From an optimization exercise on the open Yosys and OpenROAD flow, aimed at small area, a short achievable clock period and few clock cycles per item; shortcuts taken in it are not production practice. Only simulation tests tie the RTL to the original design; equivalence was not proved.

## v48
==> flow/design.v (excerpt) <==
module spmm_top (
    input  logic              clk,
    input  logic              reset,
    input  logic              load_en,
    input  logic              load_sel,
    input  spmm_pkg::idx_t    load_addr,
    input  spmm_pkg::elem_t   load_data,
    input  spmm_pkg::prec_t   precision,
    input  logic              start,
    output logic              busy,
    output logic              done,
    output logic              sel_valid,
    output spmm_pkg::engine_t sel_engine,
    output spmm_pkg::cnt_t    macs_executed,
    output spmm_pkg::cnt_t    macs_skipped,
    input  spmm_pkg::idx_t    result_addr,
    output spmm_pkg::prod_t   result_data
);
    logic [16*8-1:0] a_flat;
    logic [16*8-1:0] b_flat;
    logic [15:0]     a_nz;
    logic [15:0]     b_nz;
    logic [15:0]     a_nz_next;
    logic [15:0]     b_nz_next;
    logic            c_clear;
    logic [3:0]      mac_neg;
    logic [3:0]      mac_one;
    logic [3:0]      mac_two;
    logic [4*8-1:0]  mac_b;
    logic            mac_cont;
    logic            wr_valid;
    logic [1:0]      wr_row;
    logic [4*16-1:0] c_row;
    operand_store u_operands (
        .clk       (clk),
        .load_en   (load_en),
        .load_sel  (load_sel),
        .load_addr (load_addr),
        .load_data (load_data),
        .a_flat    (a_flat),
        .b_flat    (b_flat),
        .a_nz      (a_nz),
        .b_nz      (b_nz),
        .a_nz_next (a_nz_next),
        .b_nz_next (b_nz_next)
    );
    spmm_control u_control (
        .clk           (clk),
        .reset         (reset),
        .start         (start),
        .precision     (precision),
        .a_flat        (a_flat),
        .b_flat        (b_flat),
        .a_nz          (a_nz),
        .b_nz          (b_nz),
        .a_nz_next     (a_nz_next),
  ...
Size: ~60 I/O pins.
clock: 7.0 ns
lec_check: 0
cap_margin: 20
core_margin: 2
core_utilization: 60
cts_cluster_diameter: 60
cts_cluster_size: 30
setup_slack_margin: 5.0
slew_margin: 20
run.sh (not shown) runs the stock make flow with config.mk's settings and CLKGATE_MAP_FILE= SYNTH_SCRIPT=/design/flow/synth_recipe.tcl, a recipe that flattens the netlist after the stock synthesis.
Testbench counts of v48, summed over its fixed seeds: cycles 8,139, jobs 192.
The following lists how v11 was set up differently from v48:
# v48
export LEC_CHECK = 0
export CAP_MARGIN = 20
export CORE_MARGIN = 2
export CORE_UTILIZATION = 60
export CTS_CLUSTER_DIAMETER = 60
export CTS_CLUSTER_SIZE = 30
export SETUP_SLACK_MARGIN = 5.0
export SLEW_MARGIN = 20
create_clock -name core_clock -period 7.0 [get_ports {clk}]
# v11
export LEC_CHECK = 0
export CAP_MARGIN = 20
export CORE_MARGIN = 2
export CORE_UTILIZATION = 40
export SETUP_SLACK_MARGIN = 5.0
export SLEW_MARGIN = 20
create_clock -name core_clock -period 7.0 [get_ports {clk}]
Notes after the runs:
Min initial core utilization across v48 and v11: v11
v11 vs v48, post-placement cell count went up by about 11%.
Summed area of non-filler cells in the final layout came out higher on v11 than on v48.
Taking v48 as the reference, in v11 global-route usage now smaller.
Relative to v48, path length in cells of the critical path has decreased by 1 in v11.
Relative to v11, the following input files were edited for v22:
# v11
export LEC_CHECK = 0
export CAP_MARGIN = 20
export CORE_MARGIN = 2
export CORE_UTILIZATION = 40
export SETUP_SLACK_MARGIN = 5.0
export SLEW_MARGIN = 20
create_clock -name core_clock -period 7.0 [get_ports {clk}]
# v22
export LEC_CHECK = 0
export CAP_MARGIN = 20
export CORE_MARGIN = 2
export CORE_UTILIZATION = 40
export SETUP_SLACK_MARGIN = 4.5
export SLEW_MARGIN = 20
create_clock -name core_clock -period 7.0 [get_ports {clk}]
u_mac.acc1[25]$_DFF_P_ as the timing endpoint of the critical path was reported by v22, and u_mac.acc1[58]$_DFF_P_ by v11. Diff v11..v22 | maximum root-to-sink buffer count | unchanged. Max number of antenna repair diodes across v11 and v22: v11. Taking v11 as the reference, in v22 met2 global-route usage has decreased, hold slack has increased, clock network area share has increased, detailed placer's ending HPWL has decreased. Cell area in v22 is about 10% lower than in v11. Proportion of cell area occupied by registers is lower on v11. There was hardly any difference in smallest setup slack after layout between v22 and v11.
Changes in v40 relative to v22:
# v22
export LEC_CHECK = 0
export CAP_MARGIN = 20
export CORE_MARGIN = 2
export CORE_UTILIZATION = 40
export SETUP_SLACK_MARGIN = 4.5
export SLEW_MARGIN = 20
create_clock -name core_clock -period 7.0 [get_ports {clk}]
# v40
export LEC_CHECK = 0
export CAP_MARGIN = 20
export CORE_MARGIN = 2
export CORE_UTILIZATION = 40
export CTS_CLUSTER_DIAMETER = 60
export CTS_CLUSTER_SIZE = 30
export SETUP_SLACK_MARGIN = 4.5
export SLEW_MARGIN = 20
create_clock -name core_clock -period 7.0 [get_ports {clk}]
Results
- Compared with v22, in v40 relative slew slack went up 0.82 points; time the worst path needs with I/O delays and setup now larger; number of clock-tree buffers in the layout went down by about 38%; overall routed net length held.
- Of v40 and v22, it is v40 that has the higher area of the multi-input gates.
- On core utilization, v40 tracks v22 almost exactly.
- Between v22 and v40, the ratio of routed vias to standard cells does not differ in any meaningful way.
Inputs modified between v40 and v56:
# v40
export LEC_CHECK = 0
export CAP_MARGIN = 20
export CORE_MARGIN = 2
export CORE_UTILIZATION = 40
export CTS_CLUSTER_DIAMETER = 60
export CTS_CLUSTER_SIZE = 30
export SETUP_SLACK_MARGIN = 4.5
export SLEW_MARGIN = 20
create_clock -name core_clock -period 7.0 [get_ports {clk}]
# v56
export LEC_CHECK = 0
export ABC_AREA = 1
export CAP_MARGIN = 20
export CORE_MARGIN = 2
export CORE_UTILIZATION = 40
export SETUP_SLACK_MARGIN = 4.5
export SLEW_MARGIN = 20
create_clock -name core_clock -period 7.0 [get_ports {clk}]
[summary]
Synthesized cell count is higher on v56
A most common cell after layout, fill and taps aside of edfxtp_1 is what v40 shows, while nand2_1 belongs to v56.
Final instance area up about 3% in v56 wrt v40
Compared with v40, v56 shows number of nets at the end of the flow that has gone up by more than 10%.
v56 gives less count of buffers not belonging to the clock network in the layout than v40 did.
v56: no failed stages, no open violations at the end
Number of distinct library cells after synthesis shrinks by more than a quarter when moving from v40 to v56.
Setup changes, v56 to v52
# v56
export LEC_CHECK = 0
export ABC_AREA = 1
export CAP_MARGIN = 20
export CORE_MARGIN = 2
export CORE_UTILIZATION = 40
export SETUP_SLACK_MARGIN = 4.5
export SLEW_MARGIN = 20
create_clock -name core_clock -period 7.0 [get_ports {clk}]
# v52
export LEC_CHECK = 0
export ABC_AREA = 1
export CAP_MARGIN = 20
export CORE_MARGIN = 2
export CORE_UTILIZATION = 40
export CTS_CLUSTER_DIAMETER = 60
export CTS_CLUSTER_SIZE = 30
export SETUP_SLACK_MARGIN = 4.5
export SLEW_MARGIN = 20
create_clock -name core_clock -period 7.0 [get_ports {clk}]
## What came out
Taking v56 as the reference, in v52 inverter count now sits at about the same level, count of clock-buffer cells in the layout fell by 63, iteration-0 DRC count of the detailed router now sits higher, count of inserted antenna diode cells ~0 delta, fraction of the core area covered by cells at the end of the flow now sits at about the same level.
[compare] base=v56 new=v52: filler-free cell count of the finished design went down 35; setup slack after layout went down 0.0071 ns.
Having completed the whole flow, v52 delivered a layout that passed the timing, design-rule and antenna checks.
Compared with v56, in v52 global-route wire length before repair moved down; flip-flop and latch area level.

* * *

spmm_top, a different RTL version from the one above (not shown whole).
Size: roughly 3600 cells after synthesis, ~720 flip-flops, roughly 60 I/O pins, about 36000 µm² of cells after synthesis.
==> flow/design.v (excerpt) <==
module spmm_top (
    input  logic              clk,
    input  logic              reset,
    input  logic              load_en,
    input  logic              load_sel,
    input  spmm_pkg::idx_t    load_addr,
    input  spmm_pkg::elem_t   load_data,
    input  spmm_pkg::prec_t   precision,
    input  logic              start,
    output logic              busy,
    output logic              done,
    output logic              sel_valid,
    output spmm_pkg::engine_t sel_engine,
    output spmm_pkg::cnt_t    macs_executed,
    output spmm_pkg::cnt_t    macs_skipped,
    input  spmm_pkg::idx_t    result_addr,
    output spmm_pkg::prod_t   result_data
);
Settings: LEC_CHECK=0, ABC_AREA=1, CAP_MARGIN=20, CORE_MARGIN=2, CORE_UTILIZATION=40, CTS_CLUSTER_DIAMETER=80, CTS_CLUSTER_SIZE=30, SETUP_SLACK_MARGIN=4.4, SLEW_MARGIN=20, TNS_END_PERCENT=10; clock period 7.0 ns.
Testbench counts at the start, summed over its fixed seeds: cycles 7,957, jobs 192.
Edit:
--- a/flow/config.mk
+++ b/flow/config.mk
@@ -12 +12 @@
-export CTS_CLUSTER_DIAMETER = 80
+export CTS_CLUSTER_DIAMETER = 60
@@ -14 +14 @@
-export SETUP_SLACK_MARGIN = 4.4
+export SETUP_SLACK_MARGIN = 4.5
What happened: The new run ran to the end with no violations; non-clock buffer count climbs by 8; setup slack improves by 28 ps; synthesized area is unchanged.
Edit:
--- a/flow/config.mk
+++ b/flow/config.mk
@@ -8 +7,0 @@
-export ABC_AREA = 1
@@ -12,2 +10,0 @@
-export CTS_CLUSTER_DIAMETER = 60
-export CTS_CLUSTER_SIZE = 30
@@ -16 +12,0 @@
-export TNS_END_PERCENT = 10
The changed run finished with timing, DRC and antenna clean.
Design area is higher by 6.6%.
Register-to-register slack loses 230 ps.
Die area drops by 3.1%.
Core utilization climbs by 4.9 points.
Area after synthesis decreases by 3.1%.
Setup slack degrades by 230 ps.
Edit:
--- a/flow/config.mk
+++ b/flow/config.mk
@@ -10,0 +11,2 @@
+export CTS_CLUSTER_DIAMETER = 60
+export CTS_CLUSTER_SIZE = 30
@@ -12,0 +15 @@
+export TNS_END_PERCENT = 10
First-iteration DRC count falls by 14%.
Global-route usage fell by 1.1 points.
Setup slack gains 85 ps.
Die area stays the same.
Synthesized area does not change.
Design area went down by 6.2%.
Final cell count went down by about 3.5%.
Critical path depth rose by 1.
Edit:
--- a/flow/config.mk
+++ b/flow/config.mk
@@ -7,0 +8 @@
+export ABC_AREA = 1
@@ -15 +16 @@
-export TNS_END_PERCENT = 10
+export TNS_END_PERCENT = 2
After rerunning:
- The new run completed with no timing, DRC or antenna violations
- critical path depth falls by 4
- synthesized cell count rises by 27%
- flip-flop and latch count stays the same
- wire length rises by 1.5%
Edit:
--- a/flow/config.mk
+++ b/flow/config.mk
@@ -11 +11 @@
-export CORE_UTILIZATION = 40
+export CORE_UTILIZATION = 50
@@ -16 +16 @@
-export TNS_END_PERCENT = 2
+export TNS_END_PERCENT = 10
After rerunning: The changed run finished clean; global-route usage came out higher by 7.8 points; non-clock buffer count is higher by 40; clock skew came out higher by 14 ps; design area grows by 0.83%; setup slack is better by 26 ps; core utilization climbs by 12 points; flip-flop and latch count is unchanged; routed wire length climbs by 8.1%; area after synthesis stays the same.

* * *

## oak
Starting RTL as in the previous note.
==> flow/config.mk <==
export PLATFORM = sky130hd
export DESIGN_NAME = spmm_top
export DESIGN_NICKNAME = spmm_top
export VERILOG_FILES = /design/flow/design.v
export SDC_FILE = /design/flow/constraint.sdc
export NUM_CORES = 4
export LEC_CHECK = 0
export ABC_AREA = 1
export CAP_MARGIN = 20
export CORE_MARGIN = 2
export CORE_UTILIZATION = 40
export CTS_CLUSTER_DIAMETER = 80
export CTS_CLUSTER_SIZE = 30
export SETUP_SLACK_MARGIN = 4.5
export SLEW_MARGIN = 20
export TNS_END_PERCENT = 10
==> flow/constraint.sdc <==
create_clock -name core_clock -period 7.0 [get_ports {clk}]
set_input_delay 1.4000 -clock core_clock [delete_from_list [all_inputs] [get_ports {clk}]]
set_output_delay 1.4000 -clock core_clock [all_outputs]
set_load 0.01 [all_outputs]
oak: all stages complete, timing, DRC and antenna checks passed
Testbench counts of oak, summed over its fixed seeds: cycles 7,957, jobs 192.
The following lists how pine was set up differently from oak:
-- flow/config.mk --
<<< oak, line 12
export CTS_CLUSTER_DIAMETER = 80
>>> pine, line 12
export CTS_CLUSTER_DIAMETER = 60
<<< oak, line 14
export SETUP_SLACK_MARGIN = 4.5
>>> pine, line 14
export SETUP_SLACK_MARGIN = 4.8
<<< oak, line 16
export TNS_END_PERCENT = 10
>>> pine, line 16
export TNS_END_PERCENT = 5
- The critical path required time reported for pine is greater than that of oak by 1.93 ns.
- pine vs oak — global-route wire length before repair climbed by a few percent
- The number of sinks handled by clock tree synthesis of oak and that of pine are within noise of each other.
- Worst-case hold slack, oak and pine, lower one = oak.
- oak has lower post-route cell area than pine.
- Relative to oak, the cell count after placement of pine is lower by 21.
- oak has a higher fill cell total of the finished layout than pine.
- Layout clock buffer count was lower in oak than in pine.
Here is what was changed in the inputs of birch compared with pine.
-- flow/config.mk --
<<< pine, line 13
export CTS_CLUSTER_SIZE = 30
export SETUP_SLACK_MARGIN = 4.8
>>> birch, line 13
export CTS_CLUSTER_SIZE = 40
export SETUP_SLACK_MARGIN = 4.5
<<< pine, line 16
export TNS_END_PERCENT = 5
>>> birch, line 16
export TNS_END_PERCENT = 10
Findings:
The post-cts resize count in pine is 1.3 times that in birch. On first-pass GRT wire length, pine loses to birch. Compared to pine, birch has critical path depth 1 higher.
The following lists how maple was set up differently from birch:
-- flow/config.mk --
<<< birch, line 13
export CTS_CLUSTER_SIZE = 40
>>> maple, line 13
export CTS_CLUSTER_SIZE = 30
<<< birch, line 16
export TNS_END_PERCENT = 10
>>> maple, line 16
==> comparison <==
maple: full flow OK, the timing, design-rule and antenna checks passed. From maple to birch, buffer depth of the longest clock path did not move at all. [maple vs birch] critical path depth: lower in maple. For birch, the critical-path cell with the highest stage delay was sky130_fd_sc_hd__fa_1, unlike maple, where it was sky130_fd_sc_hd__fa_2. Final period demand of the worst path was lower in birch than in maple.

* * *

## job 4377
spmm_top again, from the RTL that the note above started with.
make LEC_CHECK=0 ABC_AREA=1 CAP_MARGIN=20 CORE_MARGIN=2 CORE_UTILIZATION=40 CTS_CLUSTER_DIAMETER=45 CTS_CLUSTER_SIZE=36 SETUP_SLACK_MARGIN=4.5 SLEW_MARGIN=20 TNS_END_PERCENT=10 finish   # period 7.0 ns
Testbench counts of job 4377, summed over its fixed seeds: cycles 7,957, jobs 192.
Here is what was changed in the inputs of job 5870 compared with job 4377.
Settings: setting GPL_ROUTABILITY_DRIVEN to 0 for the first time; changing CTS_CLUSTER_SIZE from 36 to 30; changing CTS_CLUSTER_DIAMETER from 45 to 80.
--- outcome ---
Job 5870 ran to completion and came out clean on the timing, design-rule and antenna checks. Job 5870 against job 4377: routed wire length saw a decrease; sequential cell area saw little to no change; cell area after layout saw a decrease; met1 track demand over resource saw a decrease; worst setup slack saw little to no change. Re headroom to the max-slew limit: job 4377 and job 5870 aren't equal, and the higher value belongs to job 4377. Lower non-clock buffer count was reported by job 4377, not job 5870. Per the comparison of job 5870 with job 4377, count of H-tree levels built during CTS lost 1; first-pass GRT wire length lost 2800 um; fmax neither gained nor lost much.

==> re-timing with driven ports <==
In the flow no input, the clock included, has a driving cell. The finished layouts below were timed again as built, in two steps.
Step 1 assumes that a clkbuf_16 drives the clock port and a buf_2 every other input.
Step 2, shift: input delay + t, output delay - t, t = (earliest + latest rising clock arrival at the registers) / 2. This alone moves slack from input paths to output paths.
Slacks: no drivers / after step 1 / after step 2; pairs: no drivers / after step 1.
run | shift t [ns] | slack for setup (ns) | hold slack, ns
v48 | 0.702 | 4.249 / 4.249 / 3.891 | 0.377 / 0.377 / 0.377
v11 | 0.718 | 4.255 / 4.255 / 3.944 | 0.365 / 0.365 / 0.365
v22 | 0.701 | 4.254 / 4.254 / 3.799 | 0.388 / 0.388 / 0.388
v40 | 0.712 | 4.199 / 4.199 / 3.810 | 0.410 / 0.410 / 0.410
v56 | 0.722 | 4.321 / 4.317 / 3.821 | 0.393 / 0.393 / 0.393
v52 | 0.739 | 4.314 / 4.305 / 3.762 | 0.397 / 0.397 / 0.397
the first run of note 2 | 0.680 | 4.305 / 4.238 / 3.581 | 0.413 / 0.413 / 0.413
the second run of note 2 | 0.734 | 4.333 / 4.283 / 3.759 | 0.416 / 0.416 / 0.416
the third run of note 2 | 0.702 | 4.102 / 4.102 / 3.717 | 0.411 / 0.411 / 0.411
the fourth run of note 2 | 0.710 | 4.187 / 4.160 / 3.654 | 0.434 / 0.434 / 0.434
the fifth run of note 2 | 0.730 | 4.305 / 4.286 / 3.641 | 0.420 / 0.420 / 0.420
the sixth run of note 2 | 0.719 | 4.332 / 4.287 / 3.752 | 0.427 / 0.427 / 0.427
oak | 0.683 | 4.307 / 4.240 / 3.675 | 0.412 / 0.412 / 0.412
pine | 0.726 | 4.277 / 4.263 / 3.908 | 0.438 / 0.438 / 0.438
birch | 0.734 | 4.333 / 4.283 / 3.759 | 0.416 / 0.416 / 0.416
maple | 0.722 | 4.329 / 4.318 / 3.843 | 0.421 / 0.421 / 0.421
job 4377 | 0.719 | 4.309 / 4.283 / 3.729 | 0.420 / 0.420 / 0.420
job 5870 | 0.683 | 4.307 / 4.240 / 3.675 | 0.412 / 0.412 / 0.412
After both steps setup and hold are still met in every run listed. The setup slack of the first run of note 2, which loses most, moves by -0.067 ns with the drivers and by -0.724 ns with both steps.
